Background: an optimization exercise with open tools, aiming at small area, a short achievable clock period and few clock cycles per item. Do not read the settings as production practice.
Function was checked by simulation only, so behaviour that the tests miss may differ from the original.
No activity file was given, so power comes from the tool's default toggle rates.

## flow/flow/run.sh

```bash
#!/bin/bash
# The standard layout, with ORFS's timing repair aiming 7 ns below the
# clock period instead of 5 ns. Everything else is the standard flow.
set -euo pipefail
export SETUP_SLACK_MARGIN=7
bash standard.sh > flow_standard.log 2>&1
```

## flow/standard.sh

```bash
#!/bin/bash
# synth_recipe.tcl (not shown) runs the flow's synth.tcl, then flattens the netlist and writes it again
# the make line also repeats each setting of config.mk as NAME=value (left out here)
make -C /OpenROAD-flow-scripts/flow DESIGN_CONFIG=/design/flow/config.mk WORK_HOME=/design/flow/orfs CLKGATE_MAP_FILE= SYNTH_SCRIPT=/design/flow/synth_recipe.tcl "${@:-finish}"
```

## flow/config.mk

```make
export PLATFORM = sky130hd
export DESIGN_NAME = cubic_spline_temporal_upsampler_core
export DESIGN_NICKNAME = cubic_spline_temporal_upsampler_core
export VERILOG_FILES = /design/flow/design.v
export SDC_FILE = /design/flow/constraint.sdc
export NUM_CORES = 4
export LEC_CHECK = 0
export CAP_MARGIN = 20
export CORE_MARGIN = 2
export CORE_UTILIZATION = 50
export SLEW_MARGIN = 20
```

## flow/constraint.sdc

```tcl
create_clock -name core_clock -period 12.0 [get_ports {clk_i}]
set_input_delay 2.4000 -clock core_clock [delete_from_list [all_inputs] [get_ports {clk_i}]]
set_output_delay 2.4000 -clock core_clock [all_outputs]
set_load 0.01 [all_outputs]
```

## flow/design.v

```verilog
package csu_pkg;
  localparam int unsigned PIX_W = 8;
  localparam int unsigned Q_W   = 6;
  localparam int unsigned C_W   = 27;    
  localparam int unsigned E_W   = 46;    
  localparam int unsigned OQ_D  = 7;     
  localparam int unsigned DV_S  = 5;     
endpackage
module csu_divider #(
  parameter int HI = 8,
  parameter int LO = 6
) (
  input  logic [25:0]      rem_i,
  input  logic [16:0]      m_i,
  output logic [25:0]      rem_o,
  output logic [HI-LO:0]   q_o
);
  always_comb begin
    logic [25:0] r;
    logic [18:0] t;
    r = rem_i;
    for (int i = 0; i <= HI - LO; i++) begin
      t = {1'b0, r[(HI-i)+:18]} - {2'b0, m_i};
      q_o[HI-LO-i] = !t[18];
      if (!t[18]) r[(HI-i)+:18] = t[17:0];
    end
    rem_o = r;
  end
endmodule
module csu_csa #(
  parameter int N = 3,
  parameter int W = 8
) (
  input  logic [N*W-1:0] rows_i,
  output logic [W-1:0]   s_o,
  output logic [W-1:0]   c_o
);
  localparam int G  = N / 3;
  localparam int R  = N % 3;
  localparam int N2 = 2 * G + R;
  if (N == 1) begin : g_one
    assign s_o = rows_i[W-1:0];
    assign c_o = '0;
  end else if (N == 2) begin : g_two
    assign s_o = rows_i[W-1:0];
    assign c_o = rows_i[2*W-1:W];
  end else begin : g_lvl
    logic [N2*W-1:0] nx;
    for (genvar t = 0; t < G; t++) begin : g_fa
      logic [W-1:0] x, y, z, cy;
      assign x  = rows_i[(3*t)*W +: W];
      assign y  = rows_i[(3*t+1)*W +: W];
      assign z  = rows_i[(3*t+2)*W +: W];
      assign cy = (x & y) | (x & z) | (y & z);
      assign nx[(2*t)*W +: W]   = x ^ y ^ z;
      assign nx[(2*t+1)*W +: W] = {cy[W-2:0], 1'b0};
    end
    for (genvar t = 0; t < R; t++) begin : g_pass
      assign nx[(2*G+t)*W +: W] = rows_i[(3*G+t)*W +: W];
    end
    csu_csa #(.N(N2), .W(W)) u_next (.rows_i(nx), .s_o(s_o), .c_o(c_o));
  end
endmodule
module csu_mul #(
  parameter int AW = 29,
  parameter int BW = 30,
  parameter int PW = 60,
  parameter int NA = 1                  
) (
  input  logic signed [AW-1:0] a_i,
  input  logic [BW-1:0]        b_i,
  input  logic [NA*PW-1:0]     add_i,
  output logic [PW-1:0]        s_o,
  output logic [PW-1:0]        c_o,
  output logic [PW-1:0]        p_o
);
  localparam int ND = (AW + 1) / 2;
  localparam int WB = BW + 1;           
  localparam int NR = ND + 2 + NA;
  function automatic logic [PW-1:0] sx_const();
    logic [PW-1:0] k;
    k = '0;
    for (int j = 0; j < ND; j++) begin
      if (2 * j + WB < PW) k = k - (PW'(1) << (2 * j + WB));
    end
    sx_const = k;
  endfunction
  logic [2*ND:0]    ax;
  logic [NR*PW-1:0] rows;
  logic [PW-1:0]    negrow;
  logic [PW-1:0]    s, c;
  assign ax = {{(2*ND+1-AW-1){a_i[AW-1]}}, a_i, 1'b0};
  for (genvar j = 0; j < ND; j++) begin : g_pp
    logic b2, b1, b0, one, two, neg;
    logic [WB-1:0] mag;
    logic [WB:0]   r;
    assign b0  = ax[2*j];
    assign b1  = ax[2*j+1];
    assign b2  = ax[2*j+2];
    assign one = b1 ^ b0;
    assign two = (b2 & !b1 & !b0) | (!b2 & b1 & b0);
    assign neg = b2;
    assign mag = one ? {1'b0, b_i} : two ? {b_i, 1'b0} : '0;
    assign r   = {!neg, neg ? ~mag : mag};
    assign rows[j*PW +: PW] = PW'({{PW{1'b0}}, r} << (2 * j));
    assign negrow[2*j] = neg;
    if (2 * j + 1 < PW) begin : g_gap
      assign negrow[2*j+1] = 1'b0;
    end
  end
  if (2 * ND < PW) begin : g_negtop
    assign negrow[PW-1:2*ND] = '0;
  end
  assign rows[ND*PW +: PW]     = negrow;
  assign rows[(ND+1)*PW +: PW] = sx_const();
  assign rows[(ND+2)*PW +: NA*PW] = add_i;
  csu_csa #(.N(NR), .W(PW)) u_tree (.rows_i(rows), .s_o(s), .c_o(c));
  assign s_o = s;
  assign c_o = c;
  assign p_o = s + c;
endmodule
module csu_div4 #(
  parameter int T = 0
) (
  input  logic [25:0] rem_i,
  input  logic [16:0] m_i,
  input  logic [18:0] m3_i,
  output logic [25:0] rem_o,
  output logic [1:0]  q_o
);
  logic [18:0] w;
  logic [19:0] t1, t2, t3;
  assign w  = rem_i[T +: 19];
  assign t1 = {1'b0, w} - {3'b0, m_i};
  assign t2 = {1'b0, w} - {2'b0, m_i, 1'b0};
  assign t3 = {1'b0, w} - {1'b0, m3_i};
  always_comb begin
    rem_o = rem_i;
    if (!t3[19]) begin
      q_o = 2'd3;
      rem_o[T +: 19] = t3[18:0];
    end else if (!t2[19]) begin
      q_o = 2'd2;
      rem_o[T +: 19] = t2[18:0];
    end else if (!t1[19]) begin
      q_o = 2'd1;
      rem_o[T +: 19] = t1[18:0];
    end else begin
      q_o = 2'd0;
    end
  end
endmodule
module csu_datapath (
  input  logic [4:0]         kf_i,      
  input  logic signed [26:0] cfwd_i,
  input  logic signed [26:0] cnext_i,
  output logic signed [26:0] c_o
);
  logic signed [42:0] c;
  logic [42:0] t1, t2, t3, t4, t5, s, cy, sum;
  logic [6*43-1:0] rows;
  logic k2, k3, kge2, kge3, kge4;
  assign c    = 43'(cnext_i);
  assign {k2, k3, kge2, kge3, kge4} = kf_i;
  assign t1 = c <<< 14;
  assign t2 = kge2 ? (c <<< 10) : '0;
  assign t3 = k2 ? (c <<< 6) : kge3 ? (c <<< 7) : '0;
  assign t4 = k2 ? (c <<< 2) : kge3 ? (c <<< 4) : '0;
  assign t5 = k3 ? (c <<< 1) : kge4 ? (c <<< 3) : '0;
  assign rows = {{cfwd_i, 16'd32772 | 16'(cnext_i[26])}, ~t1, ~t2, ~t3, ~t4, ~t5};
  csu_csa #(.N(6), .W(43)) u_tree (.rows_i(rows), .s_o(s), .c_o(cy));
  assign sum = s + cy;
  assign c_o = sum[42:16];
endmodule
module csu_fdmul (
  input  logic [28:0] m_i,
  input  logic [4:0]  cls_i,
  input  logic        nots_i,
  output logic [75:0] s_o,
  output logic [75:0] c_o
);
  localparam int W = 76;
  logic [1443:0] rows;
  function automatic logic [W-1:0] prow(input logic [28:0] m, input int p);
    logic [W-1:0] r;
    r = W'({!m[28], m[27:0]}) << p;
    prow = r;
  endfunction
  function automatic logic [W-1:0] nrow(input logic [28:0] m, input int p);
    logic [W-1:0] r;
    r = W'({m[28], ~m[27:0]}) << p;
    nrow = r;
  endfunction
  assign rows[0*W +: W] = (cls_i[0] ? prow(m_i, 45) : '0)
                         | (cls_i[1] ? prow(m_i, 45) : '0)
                         | (cls_i[2] ? prow(m_i, 45) : '0)
                         | (cls_i[3] ? prow(m_i, 45) : '0)
                         | (cls_i[4] ? prow(m_i, 45) : '0);
  assign rows[1*W +: W] = (cls_i[1] ? prow(m_i, 41) : '0)
                         | (cls_i[2] ? prow(m_i, 41) : '0)
                         | (cls_i[3] ? prow(m_i, 41) : '0)
                         | (cls_i[4] ? prow(m_i, 41) : '0);
  assign rows[2*W +: W] = (cls_i[1] ? prow(m_i, 37) : '0)
                         | (cls_i[2] ? prow(m_i, 38) : '0)
                         | (cls_i[3] ? prow(m_i, 38) : '0)
                         | (cls_i[4] ? prow(m_i, 38) : '0);
  assign rows[3*W +: W] = (cls_i[1] ? prow(m_i, 33) : '0)
                         | (cls_i[2] ? prow(m_i, 35) : '0)
                         | (cls_i[3] ? prow(m_i, 36) : '0)
                         | (cls_i[4] ? prow(m_i, 36) : '0);
  assign rows[4*W +: W] = (cls_i[1] ? prow(m_i, 29) : '0)
                         | (cls_i[2] ? prow(m_i, 32) : '0)
                         | (cls_i[3] ? nrow(m_i, 34) : '0)
                         | (cls_i[4] ? nrow(m_i, 34) : '0);
  assign rows[5*W +: W] = (cls_i[1] ? prow(m_i, 25) : '0)
                         | (cls_i[2] ? prow(m_i, 29) : '0)
                         | (cls_i[3] ? nrow(m_i, 28) : '0)
                         | (cls_i[4] ? prow(m_i, 29) : '0);
  assign rows[6*W +: W] = (cls_i[1] ? prow(m_i, 21) : '0)
                         | (cls_i[2] ? prow(m_i, 25) : '0)
                         | (cls_i[3] ? nrow(m_i, 24) : '0)
                         | (cls_i[4] ? prow(m_i, 27) : '0);
  assign rows[7*W +: W] = (cls_i[1] ? prow(m_i, 17) : '0)
                         | (cls_i[2] ? prow(m_i, 21) : '0)
                         | (cls_i[3] ? nrow(m_i, 22) : '0)
                         | (cls_i[4] ? nrow(m_i, 25) : '0);
  assign rows[8*W +: W] = (cls_i[1] ? prow(m_i, 13) : '0)
                         | (cls_i[2] ? nrow(m_i, 15) : '0)
                         | (cls_i[3] ? nrow(m_i, 20) : '0)
                         | (cls_i[4] ? nrow(m_i, 22) : '0);
  assign rows[9*W +: W] = (cls_i[1] ? prow(m_i, 9) : '0)
                         | (cls_i[2] ? nrow(m_i, 13) : '0)
                         | (cls_i[3] ? nrow(m_i, 18) : '0)
                         | (cls_i[4] ? prow(m_i, 20) : '0);
  assign rows[10*W +: W] = (cls_i[1] ? prow(m_i, 5) : '0)
                         | (cls_i[2] ? nrow(m_i, 11) : '0)
                         | (cls_i[3] ? prow(m_i, 16) : '0)
                         | (cls_i[4] ? prow(m_i, 15) : '0);
  assign rows[11*W +: W] = (cls_i[1] ? prow(m_i, 2) : '0)
                         | (cls_i[2] ? prow(m_i, 8) : '0)
                         | (cls_i[3] ? prow(m_i, 10) : '0)
                         | (cls_i[4] ? nrow(m_i, 12) : '0);
  assign rows[12*W +: W] = (cls_i[1] ? nrow(m_i, 0) : '0)
                         | (cls_i[2] ? nrow(m_i, 1) : '0)
                         | (cls_i[3] ? prow(m_i, 8) : '0)
                         | (cls_i[4] ? prow(m_i, 10) : '0);
  assign rows[13*W +: W] = (cls_i[3] ? prow(m_i, 0) : '0)
                         | (cls_i[4] ? prow(m_i, 8) : '0);
  assign rows[14*W +: W] = (cls_i[4] ? nrow(m_i, 6) : '0);
  assign rows[15*W +: W] = (cls_i[4] ? nrow(m_i, 4) : '0);
  assign rows[16*W +: W] = (cls_i[4] ? prow(m_i, 1) : '0);
  assign rows[17*W +: W] = (cls_i[0] ? 76'd66113130865728149258239 : '0) | (cls_i[1] ? 76'd65483482003690385187363 : '0) | (cls_i[2] ? 76'd65438518091094859710719 : '0) | (cls_i[3] ? 76'd65425911594651744273664 : '0) | (cls_i[4] ? 76'd65425799082705314415873 : '0);
  assign rows[18*W +: W] = {75'd0, nots_i};
  csu_csa #(.N(19), .W(W)) u_tree (.rows_i(rows), .s_o(s_o), .c_o(c_o));
endmodule
module csu_ctrl (
  input  logic [5:0]  qreg_i,
  output logic [5:0]  q_o,
  output logic [10:0] q2_o,
  output logic [16:0] m_o,
  output logic [18:0] m3_o
);
  logic [5:0] q;
  assign q   = (qreg_i == 6'd0) ? 6'd1 : (qreg_i > 6'd32) ? 6'd32 : qreg_i;
  assign q_o = q;
  always_comb begin
    q2_o = '0;
    m_o  = '0;
    m3_o = '0;
    for (int i = 1; i <= 32; i++) begin
      if (q == 6'(i)) begin
        q2_o = 11'(i * i);
        m_o  = 17'(3 * i * i * i);
        m3_o = 19'(9 * i * i * i);
      end
    end
  end
endmodule
module cubic_spline_temporal_upsampler_core #(
  parameter int unsigned MAX_SAMPLES = 64,
  parameter int unsigned FRAC_BITS   = 16
) (
  input  logic                       clk_i,
  input  logic                       rst_ni,
  input  logic                       in_valid_i,
  output logic                       in_ready_o,
  input  logic                       in_cmd_i,
  input  logic [csu_pkg::PIX_W-1:0]  in_sample_i,
  input  logic                       in_last_i,
  output logic                       out_valid_o,
  input  logic                       out_ready_i,
  output logic [csu_pkg::PIX_W-1:0]  out_pixel_o,
  output logic                       out_seg_end_o,
  output logic                       out_seq_end_o,
  output logic                       out_error_o,
  input  logic                       cfg_valid_i,
  output logic                       cfg_ready_o,
  input  logic [csu_pkg::Q_W-1:0]    cfg_q_i
);
  localparam int unsigned CW = csu_pkg::C_W;
  localparam int unsigned EW = csu_pkg::E_W;
  localparam int unsigned OD = csu_pkg::OQ_D;
  logic [7:0]          y_mem [64];
  logic [CW-1:0]       c_mem [62];      
  logic [5:0]  qreg_q;
  logic        cfg_d1_q;
  logic [5:0]  pq_q;
  logic [10:0] pq_q2;
  logic [16:0] pq_m;
  logic [18:0] pq_m3;
  logic [5:0]  qc;
  logic [10:0] qc2;
  logic [16:0] qm;
  logic [18:0] qm3;
  csu_ctrl u_q (.qreg_i(qreg_q), .q_o(qc), .q2_o(qc2), .m_o(qm), .m3_o(qm3));
  always_ff @(posedge clk_i or negedge rst_ni) begin
    if (!rst_ni) begin
      qreg_q   <= 6'd2;
      cfg_d1_q <= 1'b0;
    end else begin
      if (cfg_valid_i) qreg_q <= cfg_q_i;
      cfg_d1_q <= cfg_valid_i;
    end
  end
  always_ff @(posedge clk_i) begin
    pq_q  <= qc;
    pq_q2 <= qc2;
    pq_m  <= qm;
    pq_m3 <= qm3;
  end
  logic        req_full_q, req_cmd_q, req_last_q;
  logic [7:0]  req_smp_q;
  logic [6:0]  n_q;
  logic        solved_q;
  logic [5:0]  seg_q;
  logic [1:0]  fst_q;                  
  logic        fpx_q;                  
  logic [5:0]  fxk_q;                  
  logic signed [28:0] fm_q;            
  logic signed [11:0] fx_q;            
  logic [5:0]  fk_q;                   
  logic [7:0]  ya_q, yb_q;             
  logic signed [CW-1:0] negc_q, cprev_q;    
  logic        pend_q, bp_q;
  logic [5:0]  bk_q;
  logic signed [CW-1:0] cnext_q;
  logic [7:0]          rd_y_q;
  logic signed [CW-1:0] rd_c_q;
  logic        rd_v_q, pv_v_q, b_v_q;
  logic [6:0]  sp_ptr_q;
  logic        rd_last_q;
  logic [7:0]  pv_y_q;
  logic signed [CW-1:0] pv_c_q;
  logic signed [EW-1:0] b_d2_q;         
  logic signed [27:0] b_c_q;
  logic [7:0]  b_y0_q, b_y1_q;
  logic        b_fin_q;
  logic        e_run_q, e_byp_q, e_fin_q;
  logic [5:0]  e_cnt_q;
  logic        e_one_q;                
  logic signed [EW-1:0] e_num_q, e_d1_q, e_d2_q, e_d3_q;
  logic [7:0]  e_y0_q, e_ylast_q, e_bpix_q;
  logic [2:0]  e_bfl_q;                
  localparam int unsigned NS = csu_pkg::DV_S;
  logic [NS:1]        st_v_q, st_byp_q, st_neg_q, st_ovf_q;
  logic [4:1][25:0]   st_r_q;
  logic [NS:1][8:0]   st_qb_q;
  logic [NS:1][7:0]   st_y_q;           
  logic [NS:1][2:0]   st_fl_q;
  logic [10:0] oq_q [OD];
  logic [2:0]  oq_cnt_q;
  logic [2:0]  occ_q;
  logic credit, issue, xfer;
  logic eng_free, is_err, emit_ok, load_ok, consume, rdy, acc;
  logic c_load, c_emit, c_emit_ok_seg;
  logic [6:0] l_idx;
  logic       l_store, l_fwd;
  logic       flush, sp_act;
  logic       b_take, b_free, r_to_b, r_to_pv, r_free, rd_issue;
  logic       bp_start;
  logic       r_to_a, a_to_b, a_free;
  assign credit = occ_q < 3'(OD);
  assign xfer   = (oq_cnt_q != 3'd0) && out_ready_i;
  assign issue  = credit && (e_run_q || e_byp_q);
  assign eng_free = (!e_run_q && !e_byp_q) ||
                    (credit && ((e_run_q && e_one_q && !e_fin_q) || (!e_run_q && e_byp_q)));
  assign is_err   = !solved_q || n_q < 7'd2;
  assign emit_ok  = !pend_q && !bp_q && fst_q == 2'd0 && eng_free && (is_err || b_v_q);
  assign load_ok  = !pend_q && !bp_q && (fst_q == 2'd0 || fst_q == 2'd1);
  assign consume  = req_full_q && (req_cmd_q ? emit_ok : load_ok);
  assign rdy      = !req_full_q || consume;
  assign acc      = in_valid_i && rdy;
  assign c_load   = consume && !req_cmd_q;
  assign c_emit   = consume && req_cmd_q;
  assign c_emit_ok_seg = c_emit && !is_err;
  assign l_idx    = solved_q ? 7'd0 : n_q;
  assign l_store  = l_idx < 7'd64;
  assign l_fwd    = l_store && l_idx >= 7'd2;
  assign bp_start = pend_q && !bp_q && (fst_q == 2'd0 || (fst_q == 2'd2 && !fpx_q));
  always_ff @(posedge clk_i or negedge rst_ni) begin
    if (!rst_ni) begin
      req_full_q <= 1'b0;
    end else begin
      if (acc) req_full_q <= 1'b1;
      else if (consume) req_full_q <= 1'b0;
    end
  end
  always_ff @(posedge clk_i) begin
    if (acc) begin
      req_cmd_q  <= in_cmd_i;
      req_smp_q  <= in_sample_i;
      req_last_q <= in_last_i;
    end
  end
  always_ff @(posedge clk_i) begin
    if (c_load && l_store) y_mem[l_idx[5:0]] <= req_smp_q;
  end
  logic signed [28:0] f_m;
  logic               f_mneg;
  logic signed [11:0] f_df;
  logic [75:0]        fd_s, fd_c, mul_s_q, mul_c_q;
  logic [45:0]        su_s, su_c, su_p;
  logic [75:0]        f_sum, f_ns, f_nc, f_nsum;
  logic signed [CW-1:0] f_c;
  logic signed [28:0] f_mn;
  logic signed [28:0] a_a2_q;           
  logic signed [32:0] a_p1_q;           
  logic signed [27:0] a_c_q;            
  assign f_df = $signed({4'd0, ya_q}) - $signed({3'd0, yb_q, 1'b0}) + $signed({4'd0, req_smp_q});
  function automatic logic [4:0] kclass(input logic [5:0] k);
    kclass = {k >= 6'd5, k == 6'd4, k == 6'd3, k == 6'd2, k == 6'd1};
  endfunction
  logic [4:0] fcls_q;
  assign f_m    = fm_q;
  assign f_mneg = f_m[28] && (f_m != '1);
  csu_fdmul u_fdmul (.m_i(f_m), .cls_i(fcls_q), .nots_i(!f_mneg), .s_o(fd_s), .c_o(fd_c));
  csu_mul #(.AW(29), .BW(11), .PW(46), .NA(3)) u_mul (
    .a_i(a_a2_q), .b_i(pq_q2),
    .add_i({46'(a_p1_q) << 1, 46'(a_p1_q), 46'(a_c_q)}),
    .s_o(su_s), .c_o(su_c), .p_o(su_p));
  assign f_sum = mul_s_q + mul_c_q;
  assign f_c   = f_sum[73:47];
  csu_csa #(.N(3), .W(76)) u_fn (
    .rows_i({{fx_q[11], fx_q, 63'd0}, ~mul_s_q, ~mul_c_q}), .s_o(f_ns), .c_o(f_nc));
  assign f_nsum = f_ns + f_nc + 76'd1;
  assign f_mn   = f_nsum[75:47];
  always_ff @(posedge clk_i or negedge rst_ni) begin
    if (!rst_ni) begin
      fst_q <= 2'd0;
      fpx_q <= 1'b0;
    end else begin
      case (fst_q)
        2'd3:    fst_q <= 2'd1;
        2'd1:    fst_q <= 2'd2;
        2'd2:    fst_q <= fpx_q ? 2'd1 : 2'd0;
        default: fst_q <= (c_load && l_fwd) ? 2'd3 : 2'd0;
      endcase
      if (fst_q == 2'd2) fpx_q <= 1'b0;
      if (fst_q == 2'd1 && c_load && l_fwd) fpx_q <= 1'b1;
    end
  end
  always_ff @(posedge clk_i) begin
    if (c_load && l_store) begin
      yb_q <= req_smp_q;
      ya_q <= yb_q;
      if (l_idx < 7'd2) begin
        negc_q  <= '1;
        cprev_q <= '0;
      end
      if (l_fwd) begin
        fx_q  <= (f_df <<< 1) + f_df;
        fxk_q <= l_idx[5:0] - 6'd1;
      end
    end
    if (fst_q == 2'd1 || a_to_b) begin
      mul_s_q <= solved_q ? 76'(su_s) : fd_s;
      mul_c_q <= solved_q ? 76'(su_c) : fd_c;
    end
    if (fst_q == 2'd3) begin
      fm_q <= {fx_q[11], fx_q, 16'd0} + 29'(negc_q);
      fk_q <= fxk_q;
      fcls_q <= kclass(fxk_q);
    end
    if (fst_q == 2'd2) begin
      negc_q  <= ~f_c;
      cprev_q <= f_c;
      if (fpx_q) begin
        fm_q <= f_mn;
        fk_q <= fxk_q;
        fcls_q <= kclass(fxk_q);
      end
    end
  end
  logic signed [CW-1:0] b_cf;
  function automatic logic [4:0] kflags(input logic [5:0] k);
    kflags = {k == 6'd2, k == 6'd3, k >= 6'd2, k >= 6'd3, k >= 6'd4};
  endfunction
  logic [4:0] bkf_q;
  always_ff @(posedge clk_i) begin
    if (bp_start) bkf_q <= kflags(6'(n_q - 7'd3));
    else if (bp_q) bkf_q <= kflags(bk_q - 6'd1);
  end
  csu_datapath u_bs (.kf_i(bkf_q), .cfwd_i(rd_c_q), .cnext_i(cnext_q), .c_o(b_cf));
  logic                 cw_en_q;
  logic [5:0]           cw_a_q;
  logic signed [CW-1:0] cw_d_q;
  always_ff @(posedge clk_i or negedge rst_ni) begin
    if (!rst_ni) cw_en_q <= 1'b0;
    else         cw_en_q <= (fst_q == 2'd2) || bp_q;
  end
  always_ff @(posedge clk_i) begin
    cw_a_q <= (fst_q == 2'd2) ? fk_q - 6'd1 : bk_q - 6'd1;
    cw_d_q <= (fst_q == 2'd2) ? f_c : b_cf;
    if (cw_en_q) c_mem[cw_a_q] <= cw_d_q;
  end
  logic [5:0] c_ri, sp_ri_q, bp_ri_q;
  logic       c_rz, sp_rz_q;
  logic [6:0] sp_ptr_d;
  always_comb begin
    if (bp_start) begin
      c_ri = 6'(n_q - 7'd4);
      c_rz = 1'b0;
    end else if (bp_q) begin
      c_ri = bp_ri_q;
      c_rz = 1'b0;
    end else begin
      c_ri = sp_ri_q;
      c_rz = sp_rz_q;
    end
  end
  always_ff @(posedge clk_i) begin
    if (rd_issue) rd_y_q <= y_mem[sp_ptr_q[5:0]];
    if (rd_issue || bp_start || bp_q) rd_c_q <= c_rz ? '0 : c_mem[c_ri];
    sp_ri_q <= 6'(sp_ptr_d) - 6'd1;
    sp_rz_q <= (sp_ptr_d == 7'd0) || (sp_ptr_d == n_q - 7'd1);
    if (bp_start) bp_ri_q <= 6'(n_q - 7'd5);
    else if (bp_q) bp_ri_q <= bp_ri_q - 6'd1;
  end
  logic       a_v_q, a_fin_q;
  logic [7:0] a_y0_q, a_y1_q;
  assign flush    = cfg_valid_i || cfg_d1_q;
  assign sp_act   = solved_q && !flush;
  assign b_take   = c_emit_ok_seg;
  assign b_free   = !b_v_q || b_take;
  assign a_to_b   = a_v_q && b_free;
  assign a_free   = !a_v_q || a_to_b;
  assign r_to_a   = rd_v_q && pv_v_q && a_free;
  assign r_to_pv  = rd_v_q && !pv_v_q;
  assign r_free   = !rd_v_q || r_to_a || r_to_pv;
  assign rd_issue = sp_act && !bp_q && r_free && (sp_ptr_q < n_q);
  logic signed [28:0] s_a2;
  logic signed [8:0]  s_dy;
  logic signed [32:0] s_p1;
  logic [EW*4-1:0] e_l2_rows;
  logic [EW-1:0]   e_l2_s, e_l2_c;
  assign e_l2_rows = {EW'(a_p1_q) <<< 2, EW'(a_p1_q) <<< 1, EW'(a_c_q) <<< 2, EW'(a_c_q) <<< 1};
  csu_csa #(.N(4), .W(EW)) u_l2 (.rows_i(e_l2_rows), .s_o(e_l2_s), .c_o(e_l2_c));
  logic [33*6-1:0]    s_p1_rows;
  logic [32:0]        s_p1_s, s_p1_c;
  logic [29*4-1:0]    s_a2_rows;
  logic [28:0]        s_a2_s, s_a2_c;
  assign s_dy = $signed({1'b0, rd_y_q}) - $signed({1'b0, pv_y_q});
  assign s_a2_rows = {29'(s_dy) <<< 17, 29'(s_dy) <<< 16,
                      ~(29'(pv_c_q) <<< 1), ~(29'(rd_c_q))};
  csu_csa #(.N(4), .W(29)) u_a2 (.rows_i(s_a2_rows), .s_o(s_a2_s), .c_o(s_a2_c));
  assign s_a2 = s_a2_s + s_a2_c + 29'd2;
  for (genvar j = 0; j < 6; j++) begin : g_p1
    assign s_p1_rows[j*33 +: 33] = pq_q[j] ? (33'(pv_c_q) <<< j) : 33'd0;
  end
  csu_csa #(.N(6), .W(33)) u_p1 (.rows_i(s_p1_rows), .s_o(s_p1_s), .c_o(s_p1_c));
  assign s_p1 = s_p1_s + s_p1_c;
  always_comb begin
    if (!sp_act) sp_ptr_d = 7'(seg_q);
    else if (rd_issue) sp_ptr_d = sp_ptr_q + 7'd1;
    else sp_ptr_d = sp_ptr_q;
  end
  always_ff @(posedge clk_i or negedge rst_ni) begin
    if (!rst_ni) begin
      rd_v_q   <= 1'b0;
      pv_v_q   <= 1'b0;
      a_v_q    <= 1'b0;
      b_v_q    <= 1'b0;
      sp_ptr_q <= '0;
    end else if (!sp_act) begin
      rd_v_q   <= 1'b0;
      pv_v_q   <= 1'b0;
      a_v_q    <= 1'b0;
      b_v_q    <= 1'b0;
      sp_ptr_q <= 7'(seg_q);
    end else begin
      if (rd_issue) begin
        rd_v_q   <= 1'b1;
        sp_ptr_q <= sp_ptr_q + 7'd1;
      end else if (r_to_a || r_to_pv) begin
        rd_v_q <= 1'b0;
      end
      if (r_to_pv) pv_v_q <= 1'b1;
      if (r_to_a) a_v_q <= 1'b1;
      else if (a_to_b) a_v_q <= 1'b0;
      if (a_to_b) b_v_q <= 1'b1;
      else if (b_take) b_v_q <= 1'b0;
    end
  end
  always_ff @(posedge clk_i) begin
    if (rd_issue) rd_last_q <= sp_ptr_q == n_q - 7'd1;
    if (r_to_pv || r_to_a) begin
      pv_y_q <= rd_y_q;
      pv_c_q <= rd_c_q;
    end
    if (r_to_a) begin
      a_a2_q  <= s_a2;
      a_p1_q  <= s_p1;
      a_c_q   <= 28'(rd_c_q) - 28'(pv_c_q);
      a_y0_q  <= pv_y_q;
      a_y1_q  <= rd_y_q;
      a_fin_q <= rd_last_q;
    end
    if (a_to_b) begin
      b_d2_q  <= e_l2_s + e_l2_c;
      b_c_q   <= a_c_q;
      b_y0_q  <= a_y0_q;
      b_y1_q  <= a_y1_q;
      b_fin_q <= a_fin_q;
    end
  end
  always_ff @(posedge clk_i or negedge rst_ni) begin
    if (!rst_ni) begin
      n_q      <= '0;
      solved_q <= 1'b0;
      seg_q    <= '0;
      pend_q   <= 1'b0;
      bp_q     <= 1'b0;
      bk_q     <= '0;
    end else begin
      if (c_load) begin
        if (solved_q) begin
          solved_q <= 1'b0;
          seg_q    <= '0;
        end
        n_q <= l_store ? l_idx + 7'd1 : l_idx;
        if (req_last_q) pend_q <= 1'b1;
      end
      if (c_emit) begin
        if (is_err) begin
          if (solved_q) begin
            solved_q <= 1'b0;
            n_q      <= '0;
            seg_q    <= '0;
          end
        end else if (b_fin_q) begin
          solved_q <= 1'b0;
          n_q      <= '0;
          seg_q    <= '0;
        end else begin
          seg_q <= seg_q + 6'd1;
        end
      end
      if (bp_start) begin
        if (n_q >= 7'd4) begin
          bp_q <= 1'b1;
          bk_q <= 6'(n_q - 7'd3);
        end else begin
          pend_q   <= 1'b0;
          solved_q <= 1'b1;
          seg_q    <= '0;
        end
      end
      if (bp_q) begin
        if (bk_q == 6'd1) begin
          bp_q     <= 1'b0;
          pend_q   <= 1'b0;
          solved_q <= 1'b1;
          seg_q    <= '0;
        end else begin
          bk_q <= bk_q - 6'd1;
        end
      end
    end
  end
  always_ff @(posedge clk_i) begin
    if (bp_start) cnext_q <= (fst_q == 2'd2) ? f_c : cprev_q;
    else if (bp_q) cnext_q <= b_cf;
  end
  always_ff @(posedge clk_i or negedge rst_ni) begin
    if (!rst_ni) begin
      e_run_q <= 1'b0;
      e_byp_q <= 1'b0;
      e_cnt_q <= '0;
      e_one_q <= 1'b0;
      e_fin_q <= 1'b0;
    end else begin
      if (issue) begin
        if (e_run_q) begin
          e_cnt_q <= e_cnt_q - 6'd1;
          e_one_q <= e_cnt_q == 6'd2;
          if (e_one_q) begin
            e_run_q <= 1'b0;
            if (e_fin_q) e_byp_q <= 1'b1;
          end
        end else begin
          e_byp_q <= 1'b0;
        end
      end
      if (c_emit) begin
        if (is_err) begin
          e_byp_q <= 1'b1;
        end else begin
          e_run_q <= 1'b1;
          e_cnt_q <= pq_q;
          e_one_q <= pq_q == 6'd1;
          e_fin_q <= b_fin_q;
        end
      end
    end
  end
  always_ff @(posedge clk_i) begin
    if (issue && e_run_q) begin
      e_num_q <= e_num_q + e_d1_q;
      e_d1_q  <= e_d1_q + e_d2_q;
      e_d2_q  <= e_d2_q + e_d3_q;
      if (e_one_q && e_fin_q) begin
        e_bpix_q <= e_ylast_q;
        e_bfl_q  <= 3'b110;
      end
    end
    if (c_emit) begin
      if (is_err) begin
        e_bpix_q <= 8'd0;
        e_bfl_q  <= 3'b101;
      end else begin
        e_num_q   <= (EW'(pq_m) << 24) + (EW'(pq_m) << 15);
        e_d1_q    <= mul_s_q[EW-1:0] + mul_c_q[EW-1:0];
        e_d2_q    <= b_d2_q;
        e_d3_q    <= (EW'(b_c_q) <<< 2) + (EW'(b_c_q) <<< 1);
        e_y0_q    <= b_y0_q;
        e_ylast_q <= b_y1_q;
      end
    end
  end
  logic signed [29:0] i_n;
  logic        i_neg, i_big;
  logic [18:0] i_ov;
  logic [25:0] r8, r6, r4, r2, r0;
  logic [0:0]  q8;
  logic [1:0]  q6, q4, q2, q0;
  logic [8:0]  fin_qq;
  logic signed [10:0] fin_v;
  logic [7:0]  fin_pix;
  logic [10:0] fin_item;
  assign i_n   = e_num_q[EW-1:16];
  assign i_neg = i_n[29];
  assign i_ov  = {1'b0, i_n[26:9]} - {2'b0, pq_m};
  assign i_big = !i_n[29] && ((i_n[28:27] != 2'b00) || !i_ov[18]);
  csu_divider #(.HI(8), .LO(8)) u_d8 (.rem_i(i_n[25:0]), .m_i(pq_m), .rem_o(r8), .q_o(q8));
  csu_div4 #(.T(6)) u_d6 (.rem_i(st_r_q[1]), .m_i(pq_m), .m3_i(pq_m3), .rem_o(r6), .q_o(q6));
  csu_div4 #(.T(4)) u_d4 (.rem_i(st_r_q[2]), .m_i(pq_m), .m3_i(pq_m3), .rem_o(r4), .q_o(q4));
  csu_div4 #(.T(2)) u_d2 (.rem_i(st_r_q[3]), .m_i(pq_m), .m3_i(pq_m3), .rem_o(r2), .q_o(q2));
  csu_div4 #(.T(0)) u_d0 (.rem_i(st_r_q[4]), .m_i(pq_m), .m3_i(pq_m3), .rem_o(r0), .q_o(q0));
  assign fin_qq  = st_qb_q[NS];
  assign fin_v   = $signed({3'd0, st_y_q[NS]}) + $signed({2'b0, fin_qq}) - 11'sd256;
  assign fin_pix = st_byp_q[NS] ? st_y_q[NS] :
                   (st_neg_q[NS] || (!st_ovf_q[NS] && fin_v < 0)) ? 8'd0 :
                   (st_ovf_q[NS] || fin_v > 11'sd255) ? 8'd255 : fin_v[7:0];
  assign fin_item = {fin_pix, st_fl_q[NS]};
  always_ff @(posedge clk_i or negedge rst_ni) begin
    if (!rst_ni) begin
      st_v_q <= '0;
    end else begin
      st_v_q <= {st_v_q[NS-1:1], issue};
    end
  end
  always_ff @(posedge clk_i) begin
    if (issue) begin
      st_byp_q[1] <= !e_run_q;
      st_neg_q[1] <= i_neg;
      st_ovf_q[1] <= i_big;
      st_r_q[1]   <= r8;
      st_qb_q[1]  <= {8'd0, q8};
      st_y_q[1]   <= e_run_q ? e_y0_q : e_bpix_q;
      st_fl_q[1]  <= e_run_q ? {e_one_q && !e_fin_q, 2'b00} : e_bfl_q;
    end
    for (int i = 2; i <= int'(NS); i++) begin
      st_byp_q[i] <= st_byp_q[i-1];
      st_neg_q[i] <= st_neg_q[i-1];
      st_ovf_q[i] <= st_ovf_q[i-1];
      st_y_q[i]   <= st_y_q[i-1];
      st_fl_q[i]  <= st_fl_q[i-1];
    end
    st_r_q[2]  <= r6;
    st_qb_q[2] <= {st_qb_q[1][6:0], q6};
    st_r_q[3]  <= r4;
    st_qb_q[3] <= {st_qb_q[2][6:0], q4};
    st_r_q[4]  <= r2;
    st_qb_q[4] <= {st_qb_q[3][6:0], q2};
    st_qb_q[5] <= {st_qb_q[4][6:0], q0};
  end
  always_ff @(posedge clk_i or negedge rst_ni) begin
    if (!rst_ni) begin
      oq_cnt_q <= '0;
      occ_q    <= '0;
    end else begin
      oq_cnt_q <= oq_cnt_q + 3'(st_v_q[NS]) - 3'(xfer);
      occ_q    <= occ_q + 3'(issue) - 3'(xfer);
    end
  end
  always_ff @(posedge clk_i) begin
    for (int e = 0; e < int'(OD); e++) begin
      if (st_v_q[NS] && (3'(e) == oq_cnt_q - 3'(xfer))) oq_q[e] <= fin_item;
      else if (xfer && e < int'(OD) - 1) oq_q[e] <= oq_q[e+1];
    end
  end
  assign in_ready_o    = rdy;
  assign cfg_ready_o   = 1'b1;
  assign out_valid_o   = oq_cnt_q != 3'd0;
  assign out_pixel_o   = oq_q[0][10:3];
  assign out_seg_end_o = oq_q[0][2];
  assign out_seq_end_o = oq_q[0][1];
  assign out_error_o   = oq_q[0][0];
endmodule
```

==> results.cfg <==
[synth]
synth_cell_types = 104
synth_nets = 19500
synthesis.area_mm2 = 0.205
synth_edf_count = 2904
avgSynthCellArea_um2 = 12.0
ys_seq_area_share_pct = 47.5
ys_ff_latch = 3389
yosys_warnings = 10
yosys.area.top_type = edfxtp_1
post_synth_main_area_contributors = edfxtp_1 43%, fa_1 11%, ha_1 8.1%
synth_flop_cell = edfxtp_1
syn_inst = 17000
synthArstFlopShare_pct = 1.95
synth_top_area_share_pct = 42.6

[power]
sw_frac_of_total_pct = 43.6
max-vdd-ir-drop_mv = 1.34
clkPwrFrac_pct = 15.0
p_seq_share_pct = 22.8
power_switching_mw = 33.1
leakage_nw = 93.2
p_comb_share_pct = 62.2
p_int_mw = 42.8
p_per_area_mw_per_mm2 = 325

[critical_path]
r2r_cells = 24
reg2reg_to = cnext_q[25]$_DFFE_PP_
cp-end-kind = flip-flop
cp.required_ps = 12700
cp_slowest_cell = fa_1
ff2ff_setup_slack_ps = 6290
reg2reg_from = bkf_q[4]$_DFFE_PP_
path_class = reg2reg
crit_arrival_ps = 6400
path_max_fanout = 7
cpPeakStageDelay_ps = 560
path_cells = buf_12 -> nor2b_4 -> buf_12 -> buf_12 -> a22oi_2 -> fa_1 -> inv_2 -> fa_1 -> inv_2 -> fa_1 -> ha_4 -> nand3_4 -> nor2_4 -> nand4_1 -> a41oi_4 -> nand4bb_1 -> a211o_1 -> a41oi_2 -> nand3_1 -> a21oi_2 -> buf_4 -> buf_6 -> xnor2_4 -> a22oi_2
startpoint_type = flip-flop

[route]
first_pass_iters = 8
drc = 0
antenna_left = 0
wl_um = 612000
routedWlPerCell_um = 26.4
viasPerCell = 5.88
dr_total_vias = 136000
first_iter_violations = 12600

[hold_path]
min_path_type = reg2reg
hold_path_depth = 0
min_to = st_y_q[38]$_DFF_P_
hold_start = st_y_q[30]$_DFF_P_

[die]
die_w_um = 644
io_pins = 35
core.rowCount = 235
start_util_pct = 50.1
die_y_um = 644
die_area_mm2 = 0.415
coreArea_mm2 = 0.409

[global_routing]
grt_pass1_vias = 135000
top_usage_layer = met2
overflow = 0
grt_use_total_pct = 29.0
antenna_found_initial = 11
grt_max_degree = 129
gr-usage-met2_pct = 47.0
grtUsageMet1_pct = 37.8
grt_pass1_wl_um = 892000
use_met3_pct = 4.57

[cts]
clkLatencyLatePin_ps = 1010
cts_buffer_depth = 4
cts_tree = yes
numCtsBuffers = 365
numClockSinks = 3389
clk_pin_slew_ps = 60
htree_levels = 5
cts-root-buf = clkbuf_16

[timing]
rsz0062_at_grt = true
hold_viol = 0
period_share_pct = 47.6
setup_tns_ps = 0
final_max_slew_viol_count = 0
fmax_mhz = 175
setup_viol = 0
period_minus_slack_ps = 5710
max_slew_margin_pct = 22.6
finClkSkew_ps = 93.3
fin_ws_ps = 6290
worst_pin_slew_ps = 1160

[layout]
n_fill_cell = 33700
fin_area_mm2 = 0.233
drive_above_1_share_pct = 17.2
area_delta_synth_final_pct = 13.9
finalNetCount = 19800
layout_commonest_cell = edfxtp_1
layout_common_cells = 2904 x edfxtp_1, 1894 x inv_1, 1497 x nand2_1, 1283 x ha_1, 957 x fa_1

[placed_design]
portBuffers = 33
gp_congestion = 1.05
place_ws_ps = 5810
placed_area_mm2 = 0.212
dpl.hpwl_um = 422000

[run]
cap_violations = 0

[status]
status = finished clean
## Yosys cell counts (146+ instances only)
library cell	n
clkbuf_1	591
and2_1	254
inv_1	1988
nor2_1	868
o21ai_0	603
a211oi_1	189
nand2b_1	181
fa_1	1091
ha_1	1332
dfxtp_1	419
nor2b_1	198
mux2_2	146
nor3_1	167
a21oi_1	913
mux4_2	573
xor2_1	188
a21o_1	268
edfxtp_1	2904
nand3_1	275
nand2_1	1615
xnor2_1	415
## power by group through the flow
| stage | clock (mW) | sequential [mW] | combinational (mW) |
|---|---|---|---|
| floorplan | 0 | 17.4 | 27.0 |
| global placement | 0 | 17.6 | 39.0 |
| detailed placement | 0 | 17.6 | 39.4 |
| CTS | 11.6 | 17.3 | 42.9 |
| global route | 12.0 | 17.4 | 51.2 |
| finish | 11.4 | 17.3 | 47.1 |
## per-layer routing
metal	vias to the layer above	part of all wire, %
li1	61500	-
met1	68400	40
met2	5050	47
met3	1375	7.0
met4	10	6.3
met5	-	0.030
## through the flow
stage          total power [mW]  instances  utilization, %  hold WS [ps]
3_5_place_dp               56.9      22000            51.8           312
6_report                   75.9      23200            57.1           296
5_1_grt                    80.6      23200            57.1           299
3_3_place_gp               56.6      22000            51.8           311
4_1_cts                    71.8      23000            56.3           290
2_1_floorplan              44.4      17000               -           310
## critical path, delay by kind of cell, from the launching register on
family	cells	cell delay [ps]
simple gates	6	1000
compound gates	6	1180
flops	1	460
fa+ha+maj	4	1890
xor+xnor	1	120
buf+inv	7	770
## kinds of logic after synthesis
logic type / synth area share, %
compound gates: 9.40
xor+xnor: 2.58
fa+ha+maj: 18.8
buf+inv: 5.04
flops: 47.5
mux: 7.46
other cells: 0.00183
simple gates: 9.24
## state kept, by name, summed over array words and instances (netlist names), 29 cells and up
register	flops
a_p1_q	33
st_y_q	40
e_d2_q	45
y_mem	512
b_d2_q	45
oq_q	77
e_num_q	46
c_mem	1674
st_r_q	57
fm_q	29
a_a2_q	29
e_d3_q	30
e_d1_q	46
mul_c_q	74
mul_s_q	76
## worst max path at each step
stage / from / end / slack, ps / cells past startpoint
2_1_floorplan: occ_q[1]$_DFF_PN0_ / mul_c_q[10]$_DFFE_PP_ / 6700 / 8
3_3_place_gp: fcls_q[4]$_DFF_P_ / mul_s_q[50]$_SDFFCE_PP0P_ / 5870 / 14
3_5_place_dp: fcls_q[4]$_DFF_P_ / mul_s_q[45]$_DFFE_PP_ / 5810 / 13
4_1_cts: occ_q[1]$_DFF_PN0_ / in_ready_o / 6420 / 9
5_1_grt: bkf_q[4]$_DFFE_PP_ / cnext_q[25]$_DFFE_PP_ / 6120 / 24
6_report: bkf_q[4]$_DFFE_PP_ / cnext_q[25]$_DFFE_PP_ / 6290 / 24
## timing repair
| item | CTS | global route |
|---|---|---|
| gates resized for setup | 850 | 470 |
| pin swaps | 210 | 331 |
| hold buffers | 0 | 0 |
| gates cloned | 23 | 13 |
| setup buffers | 299 | 136 |
| setup endpoints to repair | 286 | 304 |
## area by class of cell
| class | count | area [um^2] | area share (%) |
|---|---|---|---|
| tap | 5451 | 6820 | 2.92 |
| timing repair buffer | 741 | 7490 | 3.21 |
| antenna | 11 | 27.5 | 0.0118 |
| inverter | 1999 | 7600 | 3.26 |
| clock buffer | 453 | 9770 | 4.19 |
| sequential | 3389 | 97400 | 41.7 |
| timing repair inverter | 1 | 8.76 | 0.00375 |
| clock inverter | 217 | 2310 | 0.990 |
| multi-input combinational | 10900 | 102000 | 43.7 |
Testbench counts, summed over its fixed seeds: cycles 9,275, items 5,529.

[port drivers added, routing unchanged]
Ports are ideal in the flow. The routed layout listed here was re-timed in OpenROAD.
Step 1, drivers: a clkbuf_16 drives clk_i and a buf_2 each remaining input, both assumed.
Step 2, shift: input delay + t, output delay - t, t = (earliest + latest rising clock arrival at the registers) / 2. This alone moves slack from input paths to output paths.
a / b / c = no drivers / after step 1 / after step 2; a / b = the first two.
t (ns): 1.073
slack for setup (ns): 6.294 / 6.294 / 6.261
hold slack, ns: 0.296 / 0.296 / 0.296
latest minus earliest clock arrival (ns): 0.098 / 0.098
After both steps this run still meets setup and hold. For this run, drivers alone change the setup slack by 0.000 ns; drivers and shift together by -0.033 ns.
